Source: an optimization exercise on an open RTL-to-GDS flow (aim: small area, a short achievable clock period and few clock cycles per item). Production flows keep margins and buffers that such runs may drop.
Only simulation tests tie the RTL to the original design; equivalence was not proved.
Power figures rest on the tool's default switching activity, not on a simulated workload.

==> design/flow/design.v <==
package rtip_pkg;
  localparam int ACC_WIDTH_DEF    = 64;
  localparam int OFFSET_WIDTH_DEF = 8;
  localparam int BASE_W           = 6;
  localparam int CHAR_W           = 8;
  localparam int CFG_INDEX_W      = 8;
  localparam int CFG_DATA_W       = 8;
  localparam int CODE_W           = 7;
  localparam logic [CFG_INDEX_W-1:0] CFG_NUMBER_BASE = CFG_INDEX_W'(0);
  localparam logic [CFG_INDEX_W-1:0] CFG_SIGNED_MODE = CFG_INDEX_W'(1);
  localparam logic [2:0] PH_START = 3'd0;   
  localparam logic [2:0] PH_SIGN  = 3'd1;   
  localparam logic [2:0] PH_AZ    = 3'd2;   
  localparam logic [2:0] PH_AZX   = 3'd3;   
  localparam logic [2:0] PH_HZ    = 3'd4;   
  localparam logic [2:0] PH_DIG   = 3'd5;   
  localparam logic [2:0] PH_STOP  = 3'd6;   
  localparam logic [1:0] AR_10 = 2'd0;
  localparam logic [1:0] AR_8  = 2'd1;
  localparam logic [1:0] AR_16 = 2'd2;
endpackage
import rtip_pkg::*;
module rtip_step (
  input  logic [rtip_pkg::CHAR_W-1:0] char_code,
  input  logic                        last_char,
  output logic [rtip_pkg::CODE_W-1:0] code
);
  logic       is_dig;
  logic [3:0] dval;
  always_comb begin
    is_dig = 1'b0;
    dval   = {3'b000, (char_code == 8'h78) || (char_code == 8'h58)};
    if (char_code >= 8'h30 && char_code <= 8'h39) begin
      is_dig = 1'b1;
      dval   = char_code[3:0];
    end else if ((char_code >= 8'h61 && char_code <= 8'h66) ||
                 (char_code >= 8'h41 && char_code <= 8'h46)) begin
      is_dig = 1'b1;
      dval   = char_code[3:0] + 4'd9;
    end
  end
  assign code = {last_char, char_code == 8'h2d, is_dig, dval};
endmodule
module rtip_add #(
  parameter int W = 64
) (
  input  logic [W-1:0] a,
  input  logic [W-1:0] b,
  input  logic         ci,
  output logic [W-1:0] s
);
  localparam int L = 6;   
  logic [W-1:0] p;
  logic [W-1:0] gg [0:2*L-1];
  logic [W-1:0] pp [0:2*L-1];
  assign p     = a ^ b;
  assign gg[0] = a & b;
  assign pp[0] = p;
  genvar l, i;
  generate
    for (l = 0; l < L; l++) begin : up
      for (i = 0; i < W; i++) begin : bt
        if ((i % (2 << l)) == (2 << l) - 1) begin : op
          assign gg[l+1][i] = gg[l][i] | (pp[l][i] & gg[l][i-(1<<l)]);
          assign pp[l+1][i] = pp[l][i] & pp[l][i-(1<<l)];
        end else begin : pass
          assign gg[l+1][i] = gg[l][i];
          assign pp[l+1][i] = pp[l][i];
        end
      end
    end
    for (l = L - 1; l >= 1; l--) begin : dn
      for (i = 0; i < W; i++) begin : bt
        if ((i % (1 << l)) == (1 << (l-1)) - 1 && i >= (1 << l)) begin : op
          assign gg[2*L-l][i] = gg[2*L-l-1][i] | (pp[2*L-l-1][i] & gg[2*L-l-1][i-(1<<(l-1))]);
          assign pp[2*L-l][i] = pp[2*L-l-1][i] & pp[2*L-l-1][i-(1<<(l-1))];
        end else begin : pass
          assign gg[2*L-l][i] = gg[2*L-l-1][i];
          assign pp[2*L-l][i] = pp[2*L-l-1][i];
        end
      end
    end
  endgenerate
  assign s = p ^ {gg[2*L-1][W-2:0] | (pp[2*L-1][W-2:0] & {(W-1){ci}}), ci};
endmodule
import rtip_pkg::*;
module radix_integer_text_parser #(
  parameter int ACC_WIDTH    = rtip_pkg::ACC_WIDTH_DEF,
  parameter int OFFSET_WIDTH = rtip_pkg::OFFSET_WIDTH_DEF,
  parameter int OUT_W        = ((ACC_WIDTH + OFFSET_WIDTH + 7) / 8) * 8
) (
  input  logic                               clk,
  input  logic                               rst,
  input  logic                               cfg_valid,
  output logic                               cfg_ready,
  input  logic [rtip_pkg::CFG_INDEX_W-1:0]   cfg_index,
  input  logic [rtip_pkg::CFG_DATA_W-1:0]    cfg_data,
  input  logic                               s_axis_tvalid,
  output logic                               s_axis_tready,
  input  logic [rtip_pkg::CHAR_W-1:0]        s_axis_tdata,
  input  logic                               s_axis_tlast,
  output logic                               m_axis_tvalid,
  input  logic                               m_axis_tready,
  output logic [OUT_W-1:0]                   m_axis_tdata
);
  logic [BASE_W-1:0] cfg_base;
  logic              cfg_sgn;
  assign cfg_ready = 1'b1;
  always_ff @(posedge clk) begin
    if (rst) begin
      cfg_base <= '0;
      cfg_sgn  <= 1'b0;
    end else if (cfg_valid) begin
      if (cfg_index == CFG_NUMBER_BASE) cfg_base <= cfg_data[BASE_W-1:0];
      if (cfg_index == CFG_SIGNED_MODE) cfg_sgn  <= cfg_data[0];
    end
  end
  logic auto, hexm, cfast;
  assign auto  = (cfg_base == '0);
  assign hexm  = (cfg_base == 6'd16);
  assign cfast = (cfg_base == 6'd8) || (cfg_base == 6'd10) || hexm;
  logic [CODE_W-1:0] in_code, s1_c, sk_c;
  logic              s1_v, sk_v, s1_adv, in_hs, s1_load, enter_slow;
  rtip_step u_dec (.char_code(s_axis_tdata), .last_char(s_axis_tlast), .code(in_code));
  assign s_axis_tready = !sk_v;
  assign in_hs         = s_axis_tvalid && !sk_v;
  assign s1_load       = !s1_v || s1_adv;
  always_ff @(posedge clk) begin
    if (rst) begin
      s1_v <= 1'b0;
      sk_v <= 1'b0;
    end else if (s1_load) begin
      s1_v <= sk_v || in_hs;
      sk_v <= 1'b0;
    end else if (in_hs) begin
      sk_v <= 1'b1;
    end
  end
  always_ff @(posedge clk) begin
    if (s1_load)         s1_c      <= sk_v ? sk_c : in_code;
    else if (enter_slow) s1_c[3:0] <= 4'd0;   
    if (in_hs)           sk_c      <= in_code;
  end
  logic [2:0]              ph, nph;
  logic [1:0]              ar, nar;
  logic                    neg, nneg;
  logic [OFFSET_WIDTH-1:0] off;
  logic [ACC_WIDTH-1:0]    acc;
  logic                    m_v;
  logic                    busy;
  logic [5:0]              cnt;
  logic [5:0]              h;
  logic                    xen, xinv, y10, y16, ysh, c10, fin;
  logic [3:0] d;
  logic       is_dig, is_m, is_x, last, is_0;
  assign d      = s1_c[3:0];
  assign is_dig = s1_c[4];
  assign is_m   = s1_c[5];
  assign last   = s1_c[6];
  assign is_x   = !is_dig && d[0];
  assign is_0   = is_dig && (d == 4'd0);
  logic              start, fast, dlt;
  logic [BASE_W-1:0] radix;
  assign start = (ph == PH_START);
  assign radix = !auto ? cfg_base : (ar == AR_8) ? 6'd8 : (ar == AR_16) ? 6'd16 : 6'd10;
  assign fast  = auto || cfast;
  assign dlt   = is_dig && (auto ? ((ar == AR_16) || (ar == AR_10 && d < 4'd10) || !d[3])
                                 : ((cfg_base[5:4] != 2'b00) || (d < cfg_base[3:0])));
  logic take, acc_take, acc_zero;
  logic [1:0] inc;
  always_comb begin
    nph      = ph;
    nar      = ar;
    nneg     = neg;
    inc      = 2'd0;
    take     = 1'b0;
    acc_take = 1'b0;
    acc_zero = 1'b0;
    case (ph)
      PH_START, PH_SIGN: begin
        if (start) begin
          nneg     = 1'b0;
          acc_zero = 1'b1;
        end
        if (start && cfg_sgn && is_m) begin
          nph  = PH_SIGN;
          inc  = 2'd1;
          nneg = 1'b1;
        end else if (auto && is_0) begin
          nph = PH_AZ;
          nar = AR_8;
          inc = 2'd1;
        end else if (hexm && is_0) begin
          nph = PH_HZ;
          inc = 2'd1;
        end else begin
          take = 1'b1;
        end
      end
      PH_AZ: begin
        if (is_x) begin
          nph = PH_AZX;
          nar = AR_16;
        end else begin
          take = 1'b1;
        end
      end
      PH_AZX: begin
        if (is_dig) take = 1'b1;
        else        nph  = PH_STOP;
      end
      PH_HZ: begin
        if (is_x) begin
          nph = PH_DIG;
          inc = 2'd1;
        end else begin
          take = 1'b1;
        end
      end
      PH_DIG: take = 1'b1;
      default: ;
    endcase
    if (take) begin
      if (dlt) begin
        nph      = PH_DIG;
        inc      = (ph == PH_AZX) ? 2'd2 : 2'd1;
        acc_take = 1'b1;
      end else begin
        nph = PH_STOP;
      end
    end
    if (last) begin
      nph = PH_START;
      nar = AR_10;
    end
  end
  logic stop_now, neg_now, mv_now;
  assign stop_now = (ph != PH_STOP) && (nph == PH_STOP);
  assign neg_now  = nneg && (stop_now || (last && ph != PH_STOP));
  assign mv_now   = last && !neg_now;
  logic need_slow, blocked, slow_done;
  assign need_slow  = acc_take && !start && !fast;
  assign slow_done  = busy && (cnt == 6'd63);
  assign blocked    = start && ((m_v && !m_axis_tready) || xinv);
  assign s1_adv     = s1_v && !blocked && (!need_slow || slow_done);
  assign enter_slow = s1_v && need_slow && !busy;
  logic [6:0]           t;
  logic                 sg, dh;
  logic [ACC_WIDTH-1:0] xa, ya, sum;
  logic                 c1;
  assign t   = {1'b0, h} + (acc[0] ? {1'b0, radix} : 7'd0);
  assign sg  = !(ysh || xinv);
  assign dh  = sg && d[3];
  assign xa  = (xen  ? {acc[ACC_WIDTH-4:0], 3'b000} : '0) |
               (xinv ? ~acc : '0) |
               {{(ACC_WIDTH-3){1'b0}}, dh && c10, dh && c10, 1'b0} |
               {{(ACC_WIDTH-3){1'b0}}, sg ? d[2:1] : 2'b00, 1'b0};
  assign ya  = (y10 ? (acc << 1) : '0) | (y16 ? (acc << 3) : '0) |
               (ysh ? {t[0], acc[ACC_WIDTH-1:1]} : '0) |
               {{(ACC_WIDTH-3){1'b0}}, dh && !c10, dh && !c10, 1'b0};
  assign c1  = dh || (xinv && !acc[0]);
  assign sum[0] = (sg && d[0]) || (xinv && acc[0]) || (ysh && acc[1]);
  rtip_add #(.W(ACC_WIDTH-1)) u_add (
    .a  (xa[ACC_WIDTH-1:1]),
    .b  (ya[ACC_WIDTH-1:1]),
    .ci (c1),
    .s  (sum[ACC_WIDTH-1:1])
  );
  logic acc_en, acc_hold;
  assign acc_en   = busy || xinv || (s1_adv && acc_take);
  assign acc_hold = !acc_en && !(s1_adv && acc_zero);
  logic       ph_n_start, busy_n, xinv_n, cls10_n, cls16_n;
  logic [1:0] ar_n;
  assign ph_n_start = s1_adv ? (nph == PH_START) : start;
  assign ar_n       = s1_adv ? nar : ar;
  assign busy_n     = enter_slow || (busy && !slow_done);
  assign xinv_n     = s1_adv && neg_now;
  assign cls10_n    = auto ? (ar_n == AR_10) : (cfg_base == 6'd10);
  assign cls16_n    = auto ? (ar_n == AR_16) : hexm;
  logic [OFFSET_WIDTH:0] off_sum;
  assign off_sum = (start ? '0 : {1'b0, off}) + (OFFSET_WIDTH+1)'(inc);
  always_ff @(posedge clk) begin
    if (rst) begin
      ph   <= PH_START;
      ar   <= AR_10;
      m_v  <= 1'b0;
      busy <= 1'b0;
      xen  <= 1'b0;
      xinv <= 1'b0;
      y10  <= 1'b0;
      y16  <= 1'b0;
      ysh  <= 1'b0;
      c10  <= 1'b0;
      fin  <= 1'b0;
    end else begin
      if (s1_adv) begin
        ph <= nph;
        ar <= nar;
      end
      if ((s1_adv && mv_now) || (xinv && fin)) m_v <= 1'b1;
      else if (m_axis_tready)                  m_v <= 1'b0;
      busy <= busy_n;
      xinv <= xinv_n;
      fin  <= s1_adv && neg_now && last;
      xen  <= !ph_n_start && !busy_n && !xinv_n;
      y10  <= !ph_n_start && !busy_n && !xinv_n && cls10_n;
      y16  <= !ph_n_start && !busy_n && !xinv_n && cls16_n;
      ysh  <= busy_n;
      c10  <= cls10_n;
    end
  end
  always_ff @(posedge clk) begin
    acc <= (sum & {ACC_WIDTH{acc_en}}) | (acc & {ACC_WIDTH{acc_hold}});
    if (busy) begin
      h   <= t[6:1];
      cnt <= cnt + 6'd1;
    end else begin
      h   <= {2'b00, d};
      cnt <= '0;
    end
    if (s1_adv) begin
      neg <= nneg;
      off <= off_sum[OFFSET_WIDTH] ? '1 : off_sum[OFFSET_WIDTH-1:0];
    end
  end
  assign m_axis_tvalid = m_v;
  assign m_axis_tdata  = OUT_W'({off, acc});
endmodule
==> design/flow/flow/run.sh <==
#!/bin/bash
# The standard layout, with the smallest buffer on the ports and a tighter setup repair
# target. Each make step keeps its own log under orfs/logs; make's output goes to make.log.
set -euo pipefail
bash standard.sh \
  "BUFFER_PORTS_ARGS=-buffer_cell sky130_fd_sc_hd__buf_1" \
  SETUP_SLACK_MARGIN=5 \
  finish > make.log 2>&1
==> design/flow/standard.sh <==
#!/bin/bash
# synth_recipe.tcl (not shown) runs the flow's synth.tcl, then flattens the netlist and writes it again
# the make line also repeats each setting of config.mk as NAME=value (left out here)
make -C /OpenROAD-flow-scripts/flow DESIGN_CONFIG=/design/flow/config.mk WORK_HOME=/design/flow/orfs CLKGATE_MAP_FILE= SYNTH_SCRIPT=/design/flow/synth_recipe.tcl "${@:-finish}"
==> design/flow/config.mk <==
export PLATFORM = sky130hd
export DESIGN_NAME = radix_integer_text_parser
export DESIGN_NICKNAME = radix_integer_text_parser
export VERILOG_FILES = /design/flow/design.v
export SDC_FILE = /design/flow/constraint.sdc
export NUM_CORES = 4
export LEC_CHECK = 0
export CAP_MARGIN = 20
export CORE_MARGIN = 2
export CORE_UTILIZATION = 40
export CTS_BUF_LIST = sky130_fd_sc_hd__clkbuf_4 sky130_fd_sc_hd__clkbuf_8
export SETUP_SLACK_MARGIN = 5
export SLEW_MARGIN = 20
==> design/flow/constraint.sdc <==
create_clock -name core_clock -period 9.0 [get_ports {clk}]
set_input_delay 1.8000 -clock core_clock [delete_from_list [all_inputs] [get_ports {clk}]]
set_output_delay 1.8000 -clock core_clock [all_outputs]
set_load 0.01 [all_outputs]
==> run_summary.xml, run 1 <==
<?xml version="1.0" encoding="UTF-8"?>
<metrics>
  <group name="global_routing">
    <metric name="groute.usage.overall" unit="">0.210</metric>
    <metric name="grt_first_pass_wirelength" unit="um">42600</metric>
    <metric name="first_global_vias" unit="">8458</metric>
    <metric name="grt_antenna_before_repair" unit="">0</metric>
    <metric name="grt.overflow.total" unit="">0</metric>
    <metric name="grt_max_degree" unit="">66</metric>
  </group>
  <group name="logic_synthesis">
    <metric name="edff_count_synth" unit="">23</metric>
    <metric name="seq_area_frac_synth" unit="">0.283</metric>
    <metric name="flip_flop_and_latch_count_after_synthesis" unit="">121</metric>
    <metric name="average_cell_area_after_synthesis" unit="um^2">8.02</metric>
    <metric name="proportion_of_netlist_area_held_by_the_largest_area_contributor" unit="">0.210</metric>
    <metric name="synth_cells" unit="">1167</metric>
    <metric name="syn_area" unit="mm^2">0.00936</metric>
    <metric name="synth-adder-area-share" unit="">0.116</metric>
    <metric name="combinational_family_with_the_most_area_after_synthesis" unit="">compound AO/OA/AOI/OAI gates</metric>
    <metric name="netlist_top_cells_area" unit="">sky130_fd_sc_hd__dfxtp_1, sky130_fd_sc_hd__ha_1, sky130_fd_sc_hd__edfxtp_1, sky130_fd_sc_hd__o21ai_0, sky130_fd_sc_hd__a222oi_1</metric>
    <metric name="synth-xor-area-share" unit="">0.0543</metric>
    <metric name="post_synth_mux_area_share" unit="">0.0200</metric>
    <metric name="ys.flop_type" unit="">sky130_fd_sc_hd__dfxtp_1</metric>
    <metric name="yosysWarnings" unit="">5</metric>
    <metric name="post_synth_and_or_nand_nor_area_fraction" unit="">0.180</metric>
    <metric name="synthDistinctLibCells" unit="">78</metric>
    <metric name="synth_compound_gate_area_share" unit="">0.280</metric>
    <metric name="async_reset_ff_frac" unit="">0</metric>
    <metric name="synth_area_leader_cell" unit="">sky130_fd_sc_hd__dfxtp_1</metric>
    <metric name="synth.net_count" unit="">1282</metric>
  </group>
  <group name="flow_run">
    <metric name="max_cap_viol_count" unit="">0</metric>
  </group>
  <group name="worst_setup_path">
    <metric name="critical_path.max_stage_delay" unit="ps">510</metric>
    <metric name="cp_capture_type" unit="">flip-flop</metric>
    <metric name="critical_path.reg2reg.endpoint" unit="">acc[63]</metric>
    <metric name="worstSetupPathType" unit="">flip-flop to flip-flop</metric>
    <metric name="cp_slowest_cell" unit="">sky130_fd_sc_hd__or4_1</metric>
    <metric name="cp_cell_sequence" unit="">buf_12, a222oi_1, inv_1, ha_1, a21oi_1, o21ai_1, a221oi_2, o311ai_0, a21oi_2, a21oi_4, o21ai_2, a21oi_2, or4_1, a32o_1</metric>
    <metric name="worst_path_most_repeated_cell" unit="">sky130_fd_sc_hd__a21oi_2</metric>
    <metric name="critPathRequiredTime" unit="ps">9340</metric>
    <metric name="r2r_setup_slack" unit="ps">5120</metric>
    <metric name="cp_max_fo" unit="">54</metric>
    <metric name="worstRegToRegCells" unit="">14</metric>
    <metric name="cp.arrival" unit="ps">4220</metric>
    <metric name="start_kind" unit="">flip-flop</metric>
    <metric name="crit-reg2reg-launch" unit="">ysh</metric>
  </group>
  <group name="sta">
    <metric name="report.final.setup_viol" unit="">0</metric>
    <metric name="fmax" unit="MHz">258</metric>
    <metric name="skew" unit="ps">12.1</metric>
    <metric name="finalCriticalPeriod" unit="ps">3880</metric>
    <metric name="timing_worst_slew_pin_value" unit="ps">1040</metric>
    <metric name="finalHoldViolations" unit="">0</metric>
    <metric name="final.period_utilization" unit="">0.431</metric>
    <metric name="worst_slew_margin_rel" unit="">0.303</metric>
    <metric name="grt_setup_unrepaired" unit="">true</metric>
    <metric name="timing_max_transition_violations_final" unit="">0</metric>
    <metric name="final_total_negative_setup_slack" unit="ps">0</metric>
  </group>
  <group name="clock_tree">
    <metric name="cts.sinks" unit="">121</metric>
    <metric name="cts-buffers-inserted" unit="">17</metric>
    <metric name="clock_tree_from_tritoncts" unit="">done</metric>
    <metric name="worstSkewPairLatency" unit="ps">440</metric>
    <metric name="clock_pin_slew_on_the_worst_setup_and_hold_paths" unit="ps">80</metric>
    <metric name="max-clock-path-buffers" unit="">2</metric>
    <metric name="post_cts_hold_buffer_count" unit="">0</metric>
    <metric name="clockRootBuffer" unit="">sky130_fd_sc_hd__clkbuf_8</metric>
    <metric name="cts_htree_levels" unit="">4</metric>
  </group>
  <group name="final_layout">
    <metric name="final_common_cell" unit="">sky130_fd_sc_hd__nand2_1</metric>
    <metric name="finish.utilization" unit="">0.463</metric>
    <metric name="finalNetCount" unit="">1354</metric>
    <metric name="area.growth.synth_to_final" unit="%">12.6</metric>
    <metric name="antenna-diode-count" unit="">0</metric>
    <metric name="drive_above_1_share" unit="">0.0703</metric>
    <metric name="layout.cells.most_common_list" unit="">sky130_fd_sc_hd__nand2_1, sky130_fd_sc_hd__o21ai_0, sky130_fd_sc_hd__buf_1</metric>
  </group>
  <group name="pwr">
    <metric name="vdd.ir_drop.worst" unit="mV">0.120</metric>
    <metric name="power_density" unit="mW/mm^2">130</metric>
    <metric name="leakage" unit="nW">4.66</metric>
  </group>
  <group name="hold_path">
    <metric name="min_delay_startpoint" unit="">cnt[0]</metric>
    <metric name="hold_class" unit="">flip-flop to flip-flop</metric>
    <metric name="min_to" unit="">cnt[0]</metric>
    <metric name="hold-path-cell-count" unit="">1</metric>
  </group>
  <group name="routing">
    <metric name="detail_route.wirelength" unit="um">25400</metric>
    <metric name="num_vias" unit="">9051</metric>
    <metric name="post_route_drc_violation_count" unit="">0</metric>
    <metric name="drt-wirelength-per-cell" unit="um">16.3</metric>
    <metric name="post_drt_via_cell_ratio" unit="">5.78</metric>
    <metric name="initialDrtViolationCount" unit="">991</metric>
    <metric name="drt-pass1-iter-count" unit="">10</metric>
    <metric name="post_detailed_route_count_of_antenna_violating_nets" unit="">0</metric>
  </group>
  <group name="die">
    <metric name="die_h" unit="um">157</metric>
    <metric name="initial_core_util" unit="">0.411</metric>
    <metric name="die_width" unit="um">157</metric>
    <metric name="boundaryPins" unit="">105</metric>
    <metric name="cell_rows" unit="">55</metric>
    <metric name="core_region_area" unit="mm^2">0.0228</metric>
    <metric name="fp.dieArea" unit="mm^2">0.0246</metric>
  </group>
  <group name="placed_design">
    <metric name="placement.io_buffers" unit="">101</metric>
    <metric name="place_congestion" unit="">0.868</metric>
    <metric name="place.detailed.hpwl" unit="um">16700</metric>
  </group>
  <group name="outcome">
    <metric name="outcome" unit="">complete, no violations</metric>
  </group>
</metrics>
-- worst max-delay path: cells and delay by family (launching register included) --
kind	cells	cell delay, ps
adders and majority gates	1	340
buffers and inverters	2	300
AOI/OAI and AO/OA	10	2160
DFF	1	430
and+or+nand+nor	1	510
-- stage by stage --
stage | power, mW | setup slack, ps | instance area, um^2 | cells | hold WS (ps)
after floorplan | 0.780 | 5220 | 9360 | 1167 | 414
after global placement | 0.851 | 4440 | 9970 | 1530 | 435
after detailed placement | 0.854 | 4410 | 9970 | 1530 | 436
after CTS | 1.38 | 5020 | 10400 | 1562 | 447
after global routing | 1.43 | 4950 | 10500 | 1565 | 479
final | 1.37 | 5120 | 10500 | 1565 | 443
-- routing by layer --
layer  vias to the layer above  track usage  wire length (um)
met2                       268        0.333             11600
met4                         0       0.0629               386
met3                        29       0.0300              1420
met5                         -            0                 0
met1                      4316        0.296             12000
li1                       4438            -                 -
-- cell families (layout without fill, tap and decap cells) --
logic type,count (synthesis),in the layout
multiplexers,18,18
adder cells (fa/ha/maj),85,85
buffers and inverters,158,243
AO/OA/AOI/OAI,384,384
XOR/XNOR,58,58
AND/OR/NAND/NOR,342,342
other,1,1
flip-flops,121,121
-- how the worst max path moves through the flow --
stage	from	end	slack, ps
2_1_floorplan	ysh	acc[63]	5220
3_3_place_gp	ysh	acc[63]	4440
3_5_place_dp	ysh	acc[63]	4410
4_1_cts	ysh	acc[44]	5020
5_1_grt	ysh	acc[63]	4950
6_report	ysh	acc[63]	5120
-- flip-flops by register name (all words and copies together) (netlist names), 2 cells and up --
register and flops:
sk_c 7, ph 3, acc 64, h 6
off 8, cnt 6, cfg_base 6, s1_c 7
ar 2
-- report_power, final --
part           switching, mW  total [mW]  leakage [nW]  internal (mW)
Combinational          0.152       0.230          3.43         0.0775
Sequential            0.0367       0.616          1.03          0.579
Clock                  0.246       0.520         0.196          0.274
-- what timing repair did --
action / 4_1_cts / 5_1_grt
gates resized for setup: 8 / 21
endpoints found under the hold margin: 0 / 0
endpoints found under the setup margin: 28 / 30
pin swaps: 0 / 5
buffers inserted: 0 / 3
-- synthesized netlist by cell type, drive strengths merged (6+ instances only) --
library cell	number
nand2	148
o21ai	139
dfxtp	98
inv	96
ha	82
a21oi	69
a222oi	60
nor2	50
clkbuf	45
xnor2	34
xor2	24
edfxtp	23
a21o	20
nor3	20
nand3	19
and2	15
o21bai	15
buf	14
nand4	14
nor2b	14
mux2i	12
nand2b	12
a22o	11
or3	11
o31ai	10
a32o	8
a211oi	7
and3	7
a21boi	6
mux2	6
-- layout make-up --
class                           count  area (um^2)
Timing Repair Buffer              112          497
Multi-Input combinational cell    888         6210
Tap cell                          313          392
Fill cell                        2271        12200
Inverter                           99          372
Clock inverter                     15          178
Clock buffer                       17          234
Sequential cell                   121         2660
Testbench counts, summed over its fixed seeds: cycles 28,666, chars 28,066.
==> run 2: changes to the inputs <==
--- a/design/flow/config.mk
+++ b/design/flow/config.mk
@@ -9,4 +9,5 @@
 export CORE_MARGIN = 2
-export CORE_UTILIZATION = 40
-export CTS_BUF_LIST = sky130_fd_sc_hd__clkbuf_4 sky130_fd_sc_hd__clkbuf_8
+export CORE_UTILIZATION = 55
+export CTS_BUF_LIST = sky130_fd_sc_hd__clkbuf_8
+export PLACE_DENSITY = 0.75
 export SETUP_SLACK_MARGIN = 5
==> run_summary.xml, run 2 <==
<?xml version="1.0" encoding="UTF-8"?>
<metrics>
  <group name="clock_tree">
    <metric name="cts.sinks" unit="">121</metric>
    <metric name="post_cts_hold_buffer_count" unit="">0</metric>
    <metric name="worstSkewPairLatency" unit="ps">460</metric>
    <metric name="clockRootBuffer" unit="">sky130_fd_sc_hd__clkbuf_8</metric>
    <metric name="clock_pin_slew_on_the_worst_setup_and_hold_paths" unit="ps">80</metric>
    <metric name="cts-buffers-inserted" unit="">17</metric>
    <metric name="cts_htree_levels" unit="">4</metric>
    <metric name="max-clock-path-buffers" unit="">2</metric>
    <metric name="clock_tree_from_tritoncts" unit="">done</metric>
  </group>
  <group name="routing">
    <metric name="post_route_drc_violation_count" unit="">0</metric>
    <metric name="detail_route.wirelength" unit="um">24100</metric>
    <metric name="drt-wirelength-per-cell" unit="um">16.4</metric>
    <metric name="initialDrtViolationCount" unit="">1104</metric>
    <metric name="post_detailed_route_count_of_antenna_violating_nets" unit="">0</metric>
    <metric name="num_vias" unit="">9106</metric>
    <metric name="drt-pass1-iter-count" unit="">10</metric>
    <metric name="post_drt_via_cell_ratio" unit="">6.19</metric>
  </group>
  <group name="worst_setup_path">
    <metric name="start_kind" unit="">flip-flop</metric>
    <metric name="cp_capture_type" unit="">flip-flop</metric>
    <metric name="critical_path.top_delay_family" unit="">compound AO/OA/AOI/OAI gates</metric>
    <metric name="cp_cell_sequence" unit="">inv_8, buf_6, o21ai_0, ha_1, a21oi_1, nor2_1, a211oi_2, o2111ai_2, a21oi_2, a21oi_4, o21ai_1, a21oi_2, or4_1, a32o_1</metric>
    <metric name="worst-path-buf-inv" unit="">2</metric>
    <metric name="worst_path_most_repeated_cell" unit="">sky130_fd_sc_hd__a21oi_2</metric>
    <metric name="worstSetupPathType" unit="">flip-flop to flip-flop</metric>
    <metric name="critical_path.max_stage_delay" unit="ps">500</metric>
    <metric name="cp_slowest_cell" unit="">sky130_fd_sc_hd__or4_1</metric>
    <metric name="startpoint" unit="">xinv</metric>
    <metric name="cp_max_fo" unit="">38</metric>
    <metric name="crit-reg2reg-launch" unit="">xinv</metric>
    <metric name="cp.arrival" unit="ps">4170</metric>
    <metric name="critPathRequiredTime" unit="ps">9350</metric>
  </group>
  <group name="die">
    <metric name="fp.dieArea" unit="mm^2">0.0181</metric>
    <metric name="die_h" unit="um">134</metric>
    <metric name="die_width" unit="um">134</metric>
    <metric name="cell_rows" unit="">47</metric>
    <metric name="core_region_area" unit="mm^2">0.0166</metric>
    <metric name="boundaryPins" unit="">105</metric>
    <metric name="initial_core_util" unit="">0.565</metric>
  </group>
  <group name="sta">
    <metric name="timing_max_transition_violations_final" unit="">0</metric>
    <metric name="final_total_negative_setup_slack" unit="ps">0</metric>
    <metric name="worst_slew_margin_rel" unit="">0.284</metric>
    <metric name="fmax" unit="MHz">262</metric>
    <metric name="finalHoldViolations" unit="">0</metric>
    <metric name="finalCriticalPeriod" unit="ps">3810</metric>
    <metric name="skew" unit="ps">11.3</metric>
    <metric name="final.period_utilization" unit="">0.424</metric>
    <metric name="report.final.setup_viol" unit="">0</metric>
    <metric name="grt_setup_unrepaired" unit="">true</metric>
    <metric name="timing_worst_slew_pin_value" unit="ps">1070</metric>
  </group>
  <group name="final_layout">
    <metric name="n_fill_cell" unit="">1519</metric>
    <metric name="final_common_cell" unit="">sky130_fd_sc_hd__nand2_1</metric>
    <metric name="finalNetCount" unit="">1352</metric>
    <metric name="finish.utilization" unit="">0.622</metric>
    <metric name="drive_above_1_share" unit="">0.0632</metric>
    <metric name="largest_register" unit="">acc</metric>
    <metric name="final_area" unit="mm^2">0.0103</metric>
    <metric name="layout.cells.most_common_list" unit="">sky130_fd_sc_hd__nand2_1, sky130_fd_sc_hd__o21ai_0, sky130_fd_sc_hd__buf_1</metric>
    <metric name="multiInputGateArea" unit="mm^2">0.00616</metric>
    <metric name="antenna-diode-count" unit="">0</metric>
    <metric name="largest_register_ffs" unit="">64</metric>
    <metric name="area.sequential" unit="mm^2">0.00266</metric>
    <metric name="biggestRegsByFlops" unit="">acc: 64 flops, off: 8 flops</metric>
    <metric name="area.growth.synth_to_final" unit="%">10.1</metric>
  </group>
  <group name="logic_synthesis">
    <metric name="yosys.cell_count.top_type" unit="">sky130_fd_sc_hd__nand2_1</metric>
    <metric name="ys.flop_type" unit="">sky130_fd_sc_hd__dfxtp_1</metric>
    <metric name="synthDistinctLibCells" unit="">78</metric>
    <metric name="netlist_top_cells_area" unit="">sky130_fd_sc_hd__dfxtp_1, sky130_fd_sc_hd__ha_1, sky130_fd_sc_hd__edfxtp_1, sky130_fd_sc_hd__o21ai_0, sky130_fd_sc_hd__a222oi_1</metric>
    <metric name="synth_cells" unit="">1167</metric>
    <metric name="ys_top_cells_by_count" unit="">sky130_fd_sc_hd__nand2_1, sky130_fd_sc_hd__o21ai_0, sky130_fd_sc_hd__dfxtp_1, sky130_fd_sc_hd__inv_1, sky130_fd_sc_hd__ha_1</metric>
    <metric name="edff_count_synth" unit="">23</metric>
    <metric name="proportion_of_netlist_area_held_by_the_largest_area_contributor" unit="">0.210</metric>
    <metric name="synth.net_count" unit="">1282</metric>
    <metric name="average_cell_area_after_synthesis" unit="um^2">8.02</metric>
    <metric name="flip_flop_and_latch_count_after_synthesis" unit="">121</metric>
    <metric name="yosysWarnings" unit="">5</metric>
    <metric name="synth_area_leader_cell" unit="">sky130_fd_sc_hd__dfxtp_1</metric>
    <metric name="seq_area_frac_synth" unit="">0.283</metric>
    <metric name="syn_area" unit="mm^2">0.00936</metric>
    <metric name="async_reset_ff_frac" unit="">0</metric>
  </group>
  <group name="placed_design">
    <metric name="place.detailed.hpwl" unit="um">15900</metric>
    <metric name="placement.io_buffers" unit="">101</metric>
    <metric name="place_congestion" unit="">0.911</metric>
    <metric name="place_area" unit="mm^2">0.00986</metric>
  </group>
  <group name="global_routing">
    <metric name="groute.usage.overall" unit="">0.271</metric>
    <metric name="grt.overflow.total" unit="">0</metric>
    <metric name="first_global_vias" unit="">8430</metric>
    <metric name="grt_max_degree" unit="">83</metric>
    <metric name="grt_antenna_before_repair" unit="">0</metric>
    <metric name="grt_first_pass_wirelength" unit="um">40600</metric>
  </group>
  <group name="hold_path">
    <metric name="hold_class" unit="">flip-flop to flip-flop</metric>
    <metric name="min_delay_startpoint" unit="">cnt[0]</metric>
  </group>
  <group name="pwr">
    <metric name="power_density" unit="mW/mm^2">127</metric>
    <metric name="leakage" unit="nW">4.61</metric>
    <metric name="vdd.ir_drop.worst" unit="mV">0.0934</metric>
  </group>
  <group name="outcome">
    <metric name="outcome" unit="">complete, no violations</metric>
  </group>
  <group name="flow_run">
    <metric name="max_cap_viol_count" unit="">0</metric>
  </group>
</metrics>
[run 2: worst paths after layout]
kind | end | depth (start not counted) | slack (ps)
min | cnt[0] | 1 | 450
min reg2reg | cnt[0] | 1 | 450
max | acc[63] | 14 | 5190
max reg2reg | acc[63] | 14 | 5190
[run 2: final cells by class]
type	instances	area share
multi-input combinational	888	0.597
sequential	121	0.258
timing repair buffer	110	0.0460
inverter	99	0.0368
tap	220	0.0267
clock buffer	17	0.0227
clock inverter	15	0.0126
[run 2: routing by layer]
metal / share of wire / global-route usage / vias up / routed length (um)
li1: - / - / 4436 / -
met1: 0.44 / 0.372 / 4238 / 10700
met2: 0.45 / 0.427 / 390 / 10900
met3: 0.082 / 0.0469 / 42 / 1980
met4: 0.022 / 0.104 / 0 / 531
met5: 0 / 0 / - / 0
[run 2: kinds of logic (layout without fill, tap and decap cells)]
kind of cell    after synthesis  in the layout  share of synthesized area
compound gates              384            384                      0.280
simple gates                342            342                      0.180
buf+inv                     158            241                     0.0659
flops                       121            121                      0.283
fa+ha+maj                    85             85                      0.116
xor+xnor                     58             58                     0.0543
mux                          18             18                     0.0200
other cells                   1              1                   0.000401
[run 2: what timing repair did]
action / 4_1_cts / 5_1_grt
setup endpoints to repair: 46 / 20
setup buffers: 0 / 1
pin swaps: 1 / 7
resized for setup: 7 / 11
[run 2: where the power goes]
| group | total [mW] | switching (mW) | internal, mW |
|---|---|---|---|
| clock network | 0.463 | 0.246 | 0.217 |
| logic | 0.226 | 0.150 | 0.0757 |
| registers | 0.616 | 0.0369 | 0.579 |
[run 2: through the flow]
step,worst slack [ps],power (mW),hold slack (ps),instances
3_5_place_dp,4220,0.849,436,1437
6_report,5190,1.30,448,1470
3_3_place_gp,4240,0.844,430,1437
5_1_grt,4960,1.37,505,1470
4_1_cts,5000,1.31,448,1469
2_1_floorplan,5220,0.780,414,1167
==> run 3: changes to the inputs <==
--- a/design/flow/config.mk
+++ b/design/flow/config.mk
@@ -9,5 +9,5 @@
 export CORE_MARGIN = 2
-export CORE_UTILIZATION = 55
+export CORE_UTILIZATION = 65
 export CTS_BUF_LIST = sky130_fd_sc_hd__clkbuf_8
-export PLACE_DENSITY = 0.75
+export PLACE_DENSITY = 0.85
 export SETUP_SLACK_MARGIN = 5
==> run_summary.xml, run 3 <==
<?xml version="1.0" encoding="UTF-8"?>
<metrics>
  <group name="placed_design">
    <metric name="placement.io_buffers" unit="">101</metric>
    <metric name="place_congestion" unit="">0.935</metric>
    <metric name="pre_cts_ws" unit="ps">4620</metric>
    <metric name="post-place-cells" unit="">1397</metric>
    <metric name="place.detailed.hpwl" unit="um">15700</metric>
  </group>
  <group name="sta">
    <metric name="report.final.setup_viol" unit="">0</metric>
    <metric name="skew" unit="ps">10.1</metric>
    <metric name="finalCriticalPeriod" unit="ps">3820</metric>
    <metric name="finalHoldViolations" unit="">0</metric>
    <metric name="timing_worst_slew_pin_value" unit="ps">1030</metric>
    <metric name="final.period_utilization" unit="">0.424</metric>
    <metric name="final_critical_path_setup_slack" unit="ps">5180</metric>
    <metric name="fmax" unit="MHz">262</metric>
    <metric name="worst_slew_margin_rel" unit="">0.312</metric>
    <metric name="timing_max_transition_violations_final" unit="">0</metric>
    <metric name="final_total_negative_setup_slack" unit="ps">0</metric>
    <metric name="grt_setup_unrepaired" unit="">false</metric>
  </group>
  <group name="final_layout">
    <metric name="biggestRegsByFlops" unit="">acc: 64 flops, off: 8 flops</metric>
    <metric name="multiInputGateArea" unit="mm^2">0.00619</metric>
    <metric name="finalNetCount" unit="">1356</metric>
    <metric name="post_layout_nonfiller_instances" unit="">1434</metric>
    <metric name="antenna-diode-count" unit="">0</metric>
    <metric name="layout.cells.most_common_list" unit="">sky130_fd_sc_hd__nand2_1, sky130_fd_sc_hd__o21ai_0, sky130_fd_sc_hd__buf_1</metric>
    <metric name="n_fill_cell" unit="">1090</metric>
    <metric name="largest_register_ffs" unit="">64</metric>
    <metric name="area.sequential" unit="mm^2">0.00266</metric>
    <metric name="finish.utilization" unit="">0.742</metric>
    <metric name="area.growth.synth_to_final" unit="%">10.9</metric>
    <metric name="largest_register" unit="">acc</metric>
    <metric name="drive_above_1_share" unit="">0.0710</metric>
    <metric name="final_common_cell" unit="">sky130_fd_sc_hd__nand2_1</metric>
  </group>
  <group name="logic_synthesis">
    <metric name="edff_count_synth" unit="">23</metric>
    <metric name="synth_area_leader_cell" unit="">sky130_fd_sc_hd__dfxtp_1</metric>
    <metric name="yosys.cell_count.top_type" unit="">sky130_fd_sc_hd__nand2_1</metric>
    <metric name="proportion_of_netlist_area_held_by_the_largest_area_contributor" unit="">0.210</metric>
    <metric name="flip_flop_and_latch_count_after_synthesis" unit="">121</metric>
    <metric name="syn_area" unit="mm^2">0.00936</metric>
    <metric name="seq_area_frac_synth" unit="">0.283</metric>
    <metric name="ys_top_cells_by_count" unit="">sky130_fd_sc_hd__nand2_1, sky130_fd_sc_hd__o21ai_0, sky130_fd_sc_hd__dfxtp_1, sky130_fd_sc_hd__inv_1, sky130_fd_sc_hd__ha_1</metric>
    <metric name="ys.flop_type" unit="">sky130_fd_sc_hd__dfxtp_1</metric>
    <metric name="synth_cells" unit="">1167</metric>
    <metric name="netlist_top_cells_area" unit="">sky130_fd_sc_hd__dfxtp_1, sky130_fd_sc_hd__ha_1, sky130_fd_sc_hd__edfxtp_1, sky130_fd_sc_hd__o21ai_0, sky130_fd_sc_hd__a222oi_1</metric>
    <metric name="average_cell_area_after_synthesis" unit="um^2">8.02</metric>
    <metric name="synth.net_count" unit="">1282</metric>
    <metric name="async_reset_ff_frac" unit="">0</metric>
    <metric name="yosysWarnings" unit="">5</metric>
    <metric name="synthDistinctLibCells" unit="">78</metric>
  </group>
  <group name="global_routing">
    <metric name="groute.usage.overall" unit="">0.315</metric>
    <metric name="grt_first_pass_wirelength" unit="um">39400</metric>
    <metric name="grt_max_degree" unit="">66</metric>
    <metric name="grt_antenna_before_repair" unit="">0</metric>
    <metric name="grt.overflow.total" unit="">0</metric>
    <metric name="first_global_vias" unit="">8472</metric>
  </group>
  <group name="worst_setup_path">
    <metric name="cp_slowest_cell" unit="">sky130_fd_sc_hd__or4_4</metric>
    <metric name="critical_path.max_stage_delay" unit="ps">570</metric>
    <metric name="critPathRequiredTime" unit="ps">9320</metric>
    <metric name="cp_capture_type" unit="">flip-flop</metric>
    <metric name="worstRegToRegCells" unit="">14</metric>
    <metric name="start_kind" unit="">flip-flop</metric>
    <metric name="cp_cell_sequence" unit="">buf_16, a222oi_1, inv_1, ha_4, and4_4, nand3_1, or4_4, a21oi_2, nor3_2, o21a_2, o21bai_2, a21oi_1, a211oi_1, o21ai_0</metric>
    <metric name="cp_max_fo" unit="">32</metric>
    <metric name="worstSetupPathType" unit="">flip-flop to flip-flop</metric>
    <metric name="cp.arrival" unit="ps">4130</metric>
    <metric name="r2r_setup_slack" unit="ps">5180</metric>
  </group>
  <group name="routing">
    <metric name="post_detailed_route_count_of_antenna_violating_nets" unit="">0</metric>
    <metric name="post_route_drc_violation_count" unit="">0</metric>
    <metric name="post_drt_via_cell_ratio" unit="">6.49</metric>
    <metric name="num_vias" unit="">9311</metric>
    <metric name="drt-wirelength-per-cell" unit="um">17.1</metric>
    <metric name="initialDrtViolationCount" unit="">1022</metric>
    <metric name="detail_route.wirelength" unit="um">24500</metric>
    <metric name="drt-pass1-iter-count" unit="">8</metric>
  </group>
  <group name="die">
    <metric name="die_width" unit="um">124</metric>
    <metric name="die_h" unit="um">124</metric>
    <metric name="initial_core_util" unit="">0.669</metric>
    <metric name="fp.dieArea" unit="mm^2">0.0154</metric>
    <metric name="boundaryPins" unit="">105</metric>
    <metric name="cell_rows" unit="">43</metric>
    <metric name="core_region_area" unit="mm^2">0.0140</metric>
  </group>
  <group name="outcome">
    <metric name="outcome" unit="">complete, no violations</metric>
  </group>
  <group name="hold_path">
    <metric name="hold-path-cell-count" unit="">1</metric>
    <metric name="hold_class" unit="">flip-flop to flip-flop</metric>
  </group>
  <group name="pwr">
    <metric name="power_density" unit="mW/mm^2">129</metric>
    <metric name="leakage" unit="nW">4.65</metric>
    <metric name="vdd.ir_drop.worst" unit="mV">0.0858</metric>
  </group>
  <group name="clock_tree">
    <metric name="worstSkewPairLatency" unit="ps">450</metric>
    <metric name="cts_htree_levels" unit="">4</metric>
    <metric name="cts-buffers-inserted" unit="">17</metric>
    <metric name="clockRootBuffer" unit="">sky130_fd_sc_hd__clkbuf_8</metric>
    <metric name="clock_pin_slew_on_the_worst_setup_and_hold_paths" unit="ps">80</metric>
    <metric name="clock_tree_from_tritoncts" unit="">done</metric>
    <metric name="post_cts_hold_buffer_count" unit="">0</metric>
    <metric name="cts.sinks" unit="">121</metric>
    <metric name="max-clock-path-buffers" unit="">2</metric>
  </group>
  <group name="flow_run">
    <metric name="max_cap_viol_count" unit="">0</metric>
  </group>
</metrics>
[run 3: timing repair]
item	4_1_cts	5_1_grt
hold endpoints to repair	0	0
gates cloned	0	1
setup buffers	0	4
gates resized for setup	6	23
endpoints found under the setup margin	25	36
pin swaps	0	8
[run 3: path summary, 6_finish.rpt]
| path | endpoint | start |
|---|---|---|
| setup / recovery | acc[44] | ysh |
| hold / removal | cnt[0] | cnt[0] |
| setup reg to reg | acc[44] | ysh |
| hold reg to reg | cnt[0] | cnt[0] |
[run 3: kinds of logic (layout without fill, tap and decap cells)]
| family | count (synthesis) | count (layout) | synth area share |
|---|---|---|---|
| other cells | 1 | 1 | 0.000401 |
| simple gates | 342 | 342 | 0.180 |
| xor+xnor | 58 | 58 | 0.0543 |
| mux | 18 | 18 | 0.0200 |
| compound gates | 384 | 384 | 0.280 |
| fa+ha+maj | 85 | 85 | 0.116 |
| flops | 121 | 121 | 0.283 |
| buf+inv | 158 | 245 | 0.0659 |
[run 3: stage by stage]
step,hold slack [ps],total power [mW],instance area (um^2)
after floorplan,414,0.780,9360
after global placement,432,0.840,9810
after detailed placement,444,0.847,9810
after CTS,454,1.34,10200
after global routing,471,1.40,10400
final,449,1.34,10400
[run 3: area by class of cell]
type,count,share of cell area
clock inverter,14,0.0143
timing repair buffer,114,0.0513
multi-input combinational,888,0.597
clock buffer,18,0.0239
sequential,121,0.256
inverter,99,0.0358
tap,180,0.0217
[run 3: per-layer routing]
layer  GRT usage  share of wire  vias up
li1            -              -     4450
met1       0.411           0.42     4379
met5           0              0        -
met3      0.0554          0.090       40
met2       0.524           0.47      442
met4       0.113          0.015        0
[run 3: critical path, delay by kind of cell (launching register included)]
| family | cells | cell delay [ps] |
|---|---|---|
| buffers and inverters | 2 | 340 |
| adder cells (fa/ha/maj) | 1 | 310 |
| AO/OA/AOI/OAI | 7 | 1510 |
| flip-flops | 1 | 420 |
| AND/OR/NAND/NOR | 4 | 1070 |
[run 3: where the power goes]
part	switching (mW)	internal, mW	total (mW)
sequential	0.0368	0.579	0.616
combinational	0.151	0.0762	0.227
clock	0.246	0.254	0.500
==> run 4: changes to the inputs <==
--- a/design/flow/config.mk
+++ b/design/flow/config.mk
@@ -10,3 +10,3 @@
 export CORE_UTILIZATION = 65
-export CTS_BUF_LIST = sky130_fd_sc_hd__clkbuf_8
+export CTS_BUF_LIST = sky130_fd_sc_hd__clkbuf_4
 export PLACE_DENSITY = 0.85
==> run_summary.xml, run 4 <==
<?xml version="1.0" encoding="UTF-8"?>
<metrics>
  <group name="routing">
    <metric name="initialDrtViolationCount" unit="">1158</metric>
    <metric name="post_route_drc_violation_count" unit="">0</metric>
    <metric name="post_detailed_route_count_of_antenna_violating_nets" unit="">0</metric>
    <metric name="post_drt_via_cell_ratio" unit="">6.49</metric>
    <metric name="drt-pass1-iter-count" unit="">10</metric>
    <metric name="drt-wirelength-per-cell" unit="um">17.1</metric>
    <metric name="detail_route.wirelength" unit="um">24500</metric>
    <metric name="num_vias" unit="">9310</metric>
  </group>
  <group name="clock_tree">
    <metric name="worstSkewPairLatency" unit="ps">570</metric>
    <metric name="clockRootBuffer" unit="">sky130_fd_sc_hd__clkbuf_4</metric>
    <metric name="clock_tree_from_tritoncts" unit="">done</metric>
    <metric name="clock_pin_slew_on_the_worst_setup_and_hold_paths" unit="ps">110</metric>
    <metric name="max-clock-path-buffers" unit="">2</metric>
    <metric name="cts.sinks" unit="">121</metric>
    <metric name="cts-buffers-inserted" unit="">17</metric>
    <metric name="post_cts_hold_buffer_count" unit="">0</metric>
    <metric name="cts_htree_levels" unit="">4</metric>
  </group>
  <group name="die">
    <metric name="die_h" unit="um">124</metric>
    <metric name="core_region_area" unit="mm^2">0.0140</metric>
    <metric name="die_width" unit="um">124</metric>
    <metric name="fp.dieArea" unit="mm^2">0.0154</metric>
    <metric name="cell_rows" unit="">43</metric>
    <metric name="initial_core_util" unit="">0.669</metric>
    <metric name="boundaryPins" unit="">105</metric>
  </group>
  <group name="logic_synthesis">
    <metric name="yosys.cell_count.top_type" unit="">sky130_fd_sc_hd__nand2_1</metric>
    <metric name="average_cell_area_after_synthesis" unit="um^2">8.02</metric>
    <metric name="syn_area" unit="mm^2">0.00936</metric>
    <metric name="proportion_of_netlist_area_held_by_the_largest_area_contributor" unit="">0.210</metric>
    <metric name="flip_flop_and_latch_count_after_synthesis" unit="">121</metric>
    <metric name="synthDistinctLibCells" unit="">78</metric>
    <metric name="synth_area_leader_cell" unit="">sky130_fd_sc_hd__dfxtp_1</metric>
    <metric name="ys.flop_type" unit="">sky130_fd_sc_hd__dfxtp_1</metric>
    <metric name="edff_count_synth" unit="">23</metric>
    <metric name="yosysWarnings" unit="">5</metric>
    <metric name="seq_area_frac_synth" unit="">0.283</metric>
    <metric name="netlist_top_cells_area" unit="">sky130_fd_sc_hd__dfxtp_1, sky130_fd_sc_hd__ha_1, sky130_fd_sc_hd__edfxtp_1, sky130_fd_sc_hd__o21ai_0, sky130_fd_sc_hd__a222oi_1</metric>
    <metric name="ys_top_cells_by_count" unit="">sky130_fd_sc_hd__nand2_1, sky130_fd_sc_hd__o21ai_0, sky130_fd_sc_hd__dfxtp_1, sky130_fd_sc_hd__inv_1, sky130_fd_sc_hd__ha_1</metric>
    <metric name="synth_cells" unit="">1167</metric>
    <metric name="synth.net_count" unit="">1282</metric>
    <metric name="async_reset_ff_frac" unit="">0</metric>
  </group>
  <group name="global_routing">
    <metric name="grt_max_degree" unit="">66</metric>
    <metric name="grt.overflow.total" unit="">0</metric>
    <metric name="first_global_vias" unit="">8435</metric>
    <metric name="grt_antenna_before_repair" unit="">1</metric>
    <metric name="groute.usage.overall" unit="">0.316</metric>
    <metric name="grt_first_pass_wirelength" unit="um">39400</metric>
  </group>
  <group name="pwr">
    <metric name="leakage" unit="nW">4.59</metric>
    <metric name="vdd.ir_drop.worst" unit="mV">0.0815</metric>
    <metric name="power_density" unit="mW/mm^2">121</metric>
    <metric name="fin_total_pwr" unit="mW">1.24</metric>
  </group>
  <group name="worst_setup_path">
    <metric name="critPathRequiredTime" unit="ps">9470</metric>
    <metric name="start_kind" unit="">flip-flop</metric>
    <metric name="startpoint" unit="">ysh</metric>
    <metric name="crit-reg2reg-launch" unit="">ysh</metric>
    <metric name="cp.arrival" unit="ps">4290</metric>
    <metric name="worstRegToRegCells" unit="">14</metric>
    <metric name="cp_capture_type" unit="">flip-flop</metric>
    <metric name="cp_max_fo" unit="">32</metric>
    <metric name="worstSetupPathType" unit="">flip-flop to flip-flop</metric>
  </group>
  <group name="sta">
    <metric name="worst_slew_margin_rel" unit="">0.314</metric>
    <metric name="finalCriticalPeriod" unit="ps">3820</metric>
    <metric name="timing_max_transition_violations_final" unit="">0</metric>
    <metric name="timing_worst_slew_pin_value" unit="ps">1030</metric>
    <metric name="fmax" unit="MHz">262</metric>
    <metric name="skew" unit="ps">16.9</metric>
    <metric name="final.period_utilization" unit="">0.424</metric>
    <metric name="report.final.setup_viol" unit="">0</metric>
    <metric name="grt_setup_unrepaired" unit="">false</metric>
    <metric name="finalHoldViolations" unit="">0</metric>
    <metric name="final_total_negative_setup_slack" unit="ps">0</metric>
  </group>
  <group name="final_layout">
    <metric name="drive_above_1_share" unit="">0.0710</metric>
    <metric name="largest_register_ffs" unit="">64</metric>
    <metric name="biggestRegsByFlops" unit="">acc: 64 flops, off: 8 flops</metric>
    <metric name="final_common_cell" unit="">sky130_fd_sc_hd__nand2_1</metric>
    <metric name="largest_register" unit="">acc</metric>
    <metric name="layout.cells.most_common_list" unit="">sky130_fd_sc_hd__nand2_1, sky130_fd_sc_hd__o21ai_0, sky130_fd_sc_hd__buf_1</metric>
    <metric name="area.growth.synth_to_final" unit="%">9.66</metric>
    <metric name="finalNetCount" unit="">1355</metric>
  </group>
  <group name="outcome">
    <metric name="outcome" unit="">complete, no violations</metric>
  </group>
  <group name="hold_path">
    <metric name="hold-path-cell-count" unit="">1</metric>
    <metric name="hold_class" unit="">flip-flop to flip-flop</metric>
    <metric name="min_delay_startpoint" unit="">cnt[0]</metric>
  </group>
  <group name="placed_design">
    <metric name="place.detailed.hpwl" unit="um">15700</metric>
    <metric name="placement.io_buffers" unit="">101</metric>
    <metric name="place_congestion" unit="">0.935</metric>
  </group>
  <group name="flow_run">
    <metric name="max_cap_viol_count" unit="">0</metric>
  </group>
</metrics>
## run 4: kinds of logic (layout without fill, tap and decap cells)
kind of cell / after synthesis / count (layout) / share of synthesized area
compound gates: 384 / 384 / 0.280
simple gates: 342 / 342 / 0.180
buf+inv: 158 / 244 / 0.0659
flops: 121 / 121 / 0.283
fa+ha+maj: 85 / 85 / 0.116
xor+xnor: 58 / 58 / 0.0543
mux: 18 / 18 / 0.0200
other cells: 1 / 2 / 0.000401
## run 4: layer usage
metal  up-vias  wire length, um  GRT usage
met3        54             2120     0.0614
met4         0              509      0.124
met5         -                0          0
met1      4334            10300      0.406
li1       4456                -          -
met2       466            11500      0.524
## run 4: worst max-delay path, stage by stage (launching register included)
cell	delay, ps
sky130_fd_sc_hd__dfxtp_4	440
sky130_fd_sc_hd__buf_16	200
sky130_fd_sc_hd__a222oi_1	340
sky130_fd_sc_hd__inv_1	90
sky130_fd_sc_hd__ha_1	340
sky130_fd_sc_hd__a21oi_1	180
sky130_fd_sc_hd__o21ai_1	110
sky130_fd_sc_hd__a221oi_2	320
sky130_fd_sc_hd__o311ai_0	190
sky130_fd_sc_hd__a21oi_2	280
sky130_fd_sc_hd__a21oi_4	120
sky130_fd_sc_hd__o21ai_2	210
sky130_fd_sc_hd__a21oi_2	100
sky130_fd_sc_hd__or4_1	500
sky130_fd_sc_hd__a32o_1	250
## run 4: final cells by class
type,count,area [um^2]
fill,1112,3720
multi-input combinational,888,6200
clock inverter,14,149
clock buffer,18,135
timing repair buffer,113,522
inverter,99,372
antenna,1,2.50
sequential,121,2660
tap,180,225
## run 4: power by group
part	internal (mW)	switching (mW)	leakage (nW)	total (mW)
logic	0.0758	0.151	3.41	0.227
registers	0.579	0.0365	1.03	0.616
clock network	0.169	0.232	0.143	0.400
total	0.824	0.419	4.59	1.24
## run 4: repair_timing
item	in CTS	in global routing
gates cloned	0	1
gates resized for setup	6	23
buffers inserted	0	3
endpoints found under the hold margin	0	0
pin swaps	0	8
endpoints found under the setup margin	27	36
## run 4: path summary, 6_finish.rpt
kind / end / slack [ps]
worst max-delay path: acc[63] / 5180
worst min-delay path: cnt[0] / 450
worst max register to register: acc[63] / 5180
worst min register to register: cnt[0] / 450
## run 4: through the flow
step	cells	hold WS, ps	util	setup WS (ps)	area [um^2]
floorplan	1167	414	-	5220	9360
global placement	1397	432	0.701	4660	9810
detailed placement	1397	444	0.701	4620	9810
CTS	1429	460	0.723	5010	10100
global route	1434	477	0.734	4970	10300
finish	1434	453	0.734	5180	10300
==> run 5: changes to the inputs <==
--- a/design/flow/config.mk
+++ b/design/flow/config.mk
@@ -9,5 +9,4 @@
 export CORE_MARGIN = 2
-export CORE_UTILIZATION = 65
-export CTS_BUF_LIST = sky130_fd_sc_hd__clkbuf_4
-export PLACE_DENSITY = 0.85
+export CORE_UTILIZATION = 40
+export CTS_BUF_LIST = sky130_fd_sc_hd__clkbuf_8
 export SETUP_SLACK_MARGIN = 5
==> run_summary.xml, run 5 <==
<?xml version="1.0" encoding="UTF-8"?>
<metrics>
  <group name="global_routing">
    <metric name="first_global_vias" unit="">8458</metric>
    <metric name="grt_antenna_before_repair" unit="">0</metric>
    <metric name="grt_first_pass_wirelength" unit="um">42600</metric>
    <metric name="groute.usage.overall" unit="">0.210</metric>
    <metric name="grt.overflow.total" unit="">0</metric>
    <metric name="grt_max_degree" unit="">66</metric>
  </group>
  <group name="final_layout">
    <metric name="finalNetCount" unit="">1354</metric>
    <metric name="antenna-diode-count" unit="">0</metric>
    <metric name="layout.cells.most_common_list" unit="">sky130_fd_sc_hd__nand2_1, sky130_fd_sc_hd__o21ai_0, sky130_fd_sc_hd__buf_1</metric>
    <metric name="area.sequential" unit="mm^2">0.00266</metric>
    <metric name="largest_register" unit="">acc</metric>
    <metric name="biggestRegsByFlops" unit="">acc: 64 flops, off: 8 flops</metric>
    <metric name="largest_register_ffs" unit="">64</metric>
    <metric name="n_fill_cell" unit="">2271</metric>
    <metric name="final_common_cell" unit="">sky130_fd_sc_hd__nand2_1</metric>
    <metric name="multiInputGateArea" unit="mm^2">0.00621</metric>
    <metric name="area.growth.synth_to_final" unit="%">12.6</metric>
    <metric name="drive_above_1_share" unit="">0.0703</metric>
  </group>
  <group name="placed_design">
    <metric name="placement.io_buffers" unit="">101</metric>
    <metric name="pre_cts_ws" unit="ps">4410</metric>
    <metric name="place_congestion" unit="">0.868</metric>
    <metric name="place.detailed.hpwl" unit="um">16700</metric>
  </group>
  <group name="clock_tree">
    <metric name="post_cts_hold_buffer_count" unit="">0</metric>
    <metric name="clockRootBuffer" unit="">sky130_fd_sc_hd__clkbuf_8</metric>
    <metric name="cts-buffers-inserted" unit="">17</metric>
    <metric name="clock_tree_from_tritoncts" unit="">done</metric>
    <metric name="cts.sinks" unit="">121</metric>
    <metric name="worstSkewPairLatency" unit="ps">440</metric>
    <metric name="clock_pin_slew_on_the_worst_setup_and_hold_paths" unit="ps">80</metric>
    <metric name="cts_htree_levels" unit="">4</metric>
    <metric name="max-clock-path-buffers" unit="">2</metric>
  </group>
  <group name="sta">
    <metric name="skew" unit="ps">12.1</metric>
    <metric name="report.final.setup_viol" unit="">0</metric>
    <metric name="finalCriticalPeriod" unit="ps">3880</metric>
    <metric name="fmax" unit="MHz">258</metric>
    <metric name="finalHoldViolations" unit="">0</metric>
    <metric name="worst_slew_margin_rel" unit="">0.303</metric>
    <metric name="final_critical_path_setup_slack" unit="ps">5120</metric>
    <metric name="timing_max_transition_violations_final" unit="">0</metric>
    <metric name="final_total_negative_setup_slack" unit="ps">0</metric>
    <metric name="final.period_utilization" unit="">0.431</metric>
    <metric name="grt_setup_unrepaired" unit="">true</metric>
    <metric name="timing_worst_slew_pin_value" unit="ps">1040</metric>
    <metric name="hold-worst-slack" unit="ps">443</metric>
  </group>
  <group name="die">
    <metric name="die_h" unit="um">157</metric>
    <metric name="initial_core_util" unit="">0.411</metric>
    <metric name="die_width" unit="um">157</metric>
    <metric name="core_region_area" unit="mm^2">0.0228</metric>
    <metric name="boundaryPins" unit="">105</metric>
    <metric name="fp.dieArea" unit="mm^2">0.0246</metric>
    <metric name="cell_rows" unit="">55</metric>
  </group>
  <group name="routing">
    <metric name="detail_route.wirelength" unit="um">25400</metric>
    <metric name="post_route_drc_violation_count" unit="">0</metric>
    <metric name="drt-wirelength-per-cell" unit="um">16.3</metric>
    <metric name="num_vias" unit="">9051</metric>
    <metric name="post_detailed_route_count_of_antenna_violating_nets" unit="">0</metric>
    <metric name="initialDrtViolationCount" unit="">991</metric>
    <metric name="post_drt_via_cell_ratio" unit="">5.78</metric>
    <metric name="drt-pass1-iter-count" unit="">10</metric>
  </group>
  <group name="logic_synthesis">
    <metric name="synth_cells" unit="">1167</metric>
    <metric name="average_cell_area_after_synthesis" unit="um^2">8.02</metric>
    <metric name="proportion_of_netlist_area_held_by_the_largest_area_contributor" unit="">0.210</metric>
    <metric name="ys_top_cells_by_count" unit="">sky130_fd_sc_hd__nand2_1, sky130_fd_sc_hd__o21ai_0, sky130_fd_sc_hd__dfxtp_1, sky130_fd_sc_hd__inv_1, sky130_fd_sc_hd__ha_1</metric>
    <metric name="flip_flop_and_latch_count_after_synthesis" unit="">121</metric>
    <metric name="seq_area_frac_synth" unit="">0.283</metric>
    <metric name="yosysWarnings" unit="">5</metric>
    <metric name="synthDistinctLibCells" unit="">78</metric>
    <metric name="yosys.cell_count.top_type" unit="">sky130_fd_sc_hd__nand2_1</metric>
    <metric name="netlist_top_cells_area" unit="">sky130_fd_sc_hd__dfxtp_1, sky130_fd_sc_hd__ha_1, sky130_fd_sc_hd__edfxtp_1, sky130_fd_sc_hd__o21ai_0, sky130_fd_sc_hd__a222oi_1</metric>
    <metric name="async_reset_ff_frac" unit="">0</metric>
    <metric name="edff_count_synth" unit="">23</metric>
    <metric name="synth_area_leader_cell" unit="">sky130_fd_sc_hd__dfxtp_1</metric>
    <metric name="synth.net_count" unit="">1282</metric>
    <metric name="syn_area" unit="mm^2">0.00936</metric>
    <metric name="ys.flop_type" unit="">sky130_fd_sc_hd__dfxtp_1</metric>
  </group>
  <group name="pwr">
    <metric name="leakage" unit="nW">4.66</metric>
    <metric name="power_density" unit="mW/mm^2">130</metric>
    <metric name="vdd.ir_drop.worst" unit="mV">0.120</metric>
  </group>
  <group name="flow_run">
    <metric name="max_cap_viol_count" unit="">0</metric>
  </group>
  <group name="worst_setup_path">
    <metric name="cp.arrival" unit="ps">4220</metric>
    <metric name="critPathRequiredTime" unit="ps">9340</metric>
    <metric name="cp_max_fo" unit="">54</metric>
    <metric name="cp_capture_type" unit="">flip-flop</metric>
    <metric name="start_kind" unit="">flip-flop</metric>
    <metric name="worstSetupPathType" unit="">flip-flop to flip-flop</metric>
  </group>
  <group name="hold_path">
    <metric name="hold_class" unit="">flip-flop to flip-flop</metric>
  </group>
  <group name="outcome">
    <metric name="outcome" unit="">complete, no violations</metric>
  </group>
</metrics>
==> run 5: changes by cell type in the layout (fill, tap and decap cells not counted), sizes merged <==
cell,delta
clkbuf,-2
clkinv,+2
diode,-1
bufinv,+1
inv,-2
==> run 5: final timing paths <==
check | startpoint | end | slack (ps) | cells after the start
setup reg to reg | ysh | acc[63] | 5120 | 14
hold / removal | cnt[0] | cnt[0] | 440 | 1
setup / recovery | ysh | acc[63] | 5120 | 14
hold reg to reg | cnt[0] | cnt[0] | 440 | 1
==> run 5: kinds of logic (layout without fill, tap and decap cells) <==
family          after synthesis  after routing  share of synthesized area
compound gates              384            384                      0.280
xor+xnor                     58             58                     0.0543
fa+ha+maj                    85             85                      0.116
buf+inv                     158            243                     0.0659
flops                       121            121                      0.283
mux                          18             18                     0.0200
other cells                   1              1                   0.000401
simple gates                342            342                      0.180
==> run 5: worst max-delay path: stages, from the launching register on <==
cell,delay [ps]
sky130_fd_sc_hd__dfxtp_4,430
sky130_fd_sc_hd__buf_12,220
sky130_fd_sc_hd__a222oi_1,370
sky130_fd_sc_hd__inv_1,80
sky130_fd_sc_hd__ha_1,340
sky130_fd_sc_hd__a21oi_1,170
sky130_fd_sc_hd__o21ai_1,110
sky130_fd_sc_hd__a221oi_2,340
sky130_fd_sc_hd__o311ai_0,220
sky130_fd_sc_hd__a21oi_2,280
sky130_fd_sc_hd__a21oi_4,110
sky130_fd_sc_hd__o21ai_2,210
sky130_fd_sc_hd__a21oi_2,100
sky130_fd_sc_hd__or4_1,510
sky130_fd_sc_hd__a32o_1,250
==> run 5: report_power, final <==
| part | switching (mW) | internal [mW] |
|---|---|---|
| registers | 0.0367 | 0.579 |
| clock network | 0.246 | 0.274 |
| logic | 0.152 | 0.0775 |
| total | 0.435 | 0.930 |
==> run 5: area by class of cell <==
cell class	count	share of cell area
multi-input cells	888	0.589
flip-flops and latches	121	0.252
repair buffers	112	0.0471
well taps	313	0.0372
inverters	99	0.0353
clock buffers	17	0.0222
clock inverters	15	0.0169
==> run 5: repair_timing <==
action,CTS,global route
gates resized for setup,8,21
endpoints found under the setup margin,28,30
cloned,0,0
pin swaps,0,5
buffers inserted,0,3
==> run 5: routing by layer <==
metal	vias to the layer above	wire (um)	track usage
met5	-	0	0
met4	0	386	0.0629
met3	29	1420	0.0300
met2	268	11600	0.333
met1	4316	12000	0.296
li1	4438	-	-
==> run 5: through the flow <==
stage | cell area [um^2] | utilization | std cells | total power [mW]
CTS | 10400 | 0.458 | 1562 | 1.38
global placement | 9970 | 0.438 | 1530 | 0.851
detailed placement | 9970 | 0.438 | 1530 | 0.854
global route | 10500 | 0.463 | 1565 | 1.43
floorplan | 9360 | - | 1167 | 0.780
finish | 10500 | 0.463 | 1565 | 1.37

==> what the ideal ports hide <==
No port has a modelled driver above. Below, the same layouts with a new extraction and two added sets of constraints. Step 1, drivers: a clkbuf_16 drives clk and a buf_2 each remaining input, both assumed. Step 2 times the ports against the registers' clock, not the clock port: input delays grow and output delays shrink by t, the midpoint of the rising clock arrivals with the driver on. a / b / c = ideal ports / drivers / drivers and shift; a / b = the first two.
run | shift t [ns] | slack for setup (ns) | worst setup path at the end | latest minus earliest clock arrival (ns) | pins driven straight from the clock port
run 1 | 0.475 | 5.120 / 5.120 / 5.119 | input to register | 0.013 / 0.013 | 1
run 2 | 0.496 | 5.187 / 5.187 / 4.838 | input to register | 0.012 / 0.012 | 1
run 3 | 0.486 | 5.184 / 5.184 / 4.768 | input to register | 0.010 / 0.010 | 1
run 4 | 0.605 | 5.180 / 5.180 / 4.794 | input to register | 0.017 / 0.017 | 1
run 5 | 0.475 | 5.120 / 5.120 / 5.119 | input to register | 0.013 / 0.013 | 1
After both steps every run listed still meets setup and hold. For run 3, which loses most, drivers alone change the setup slack by 0.000 ns; drivers and shift together by -0.416 ns.
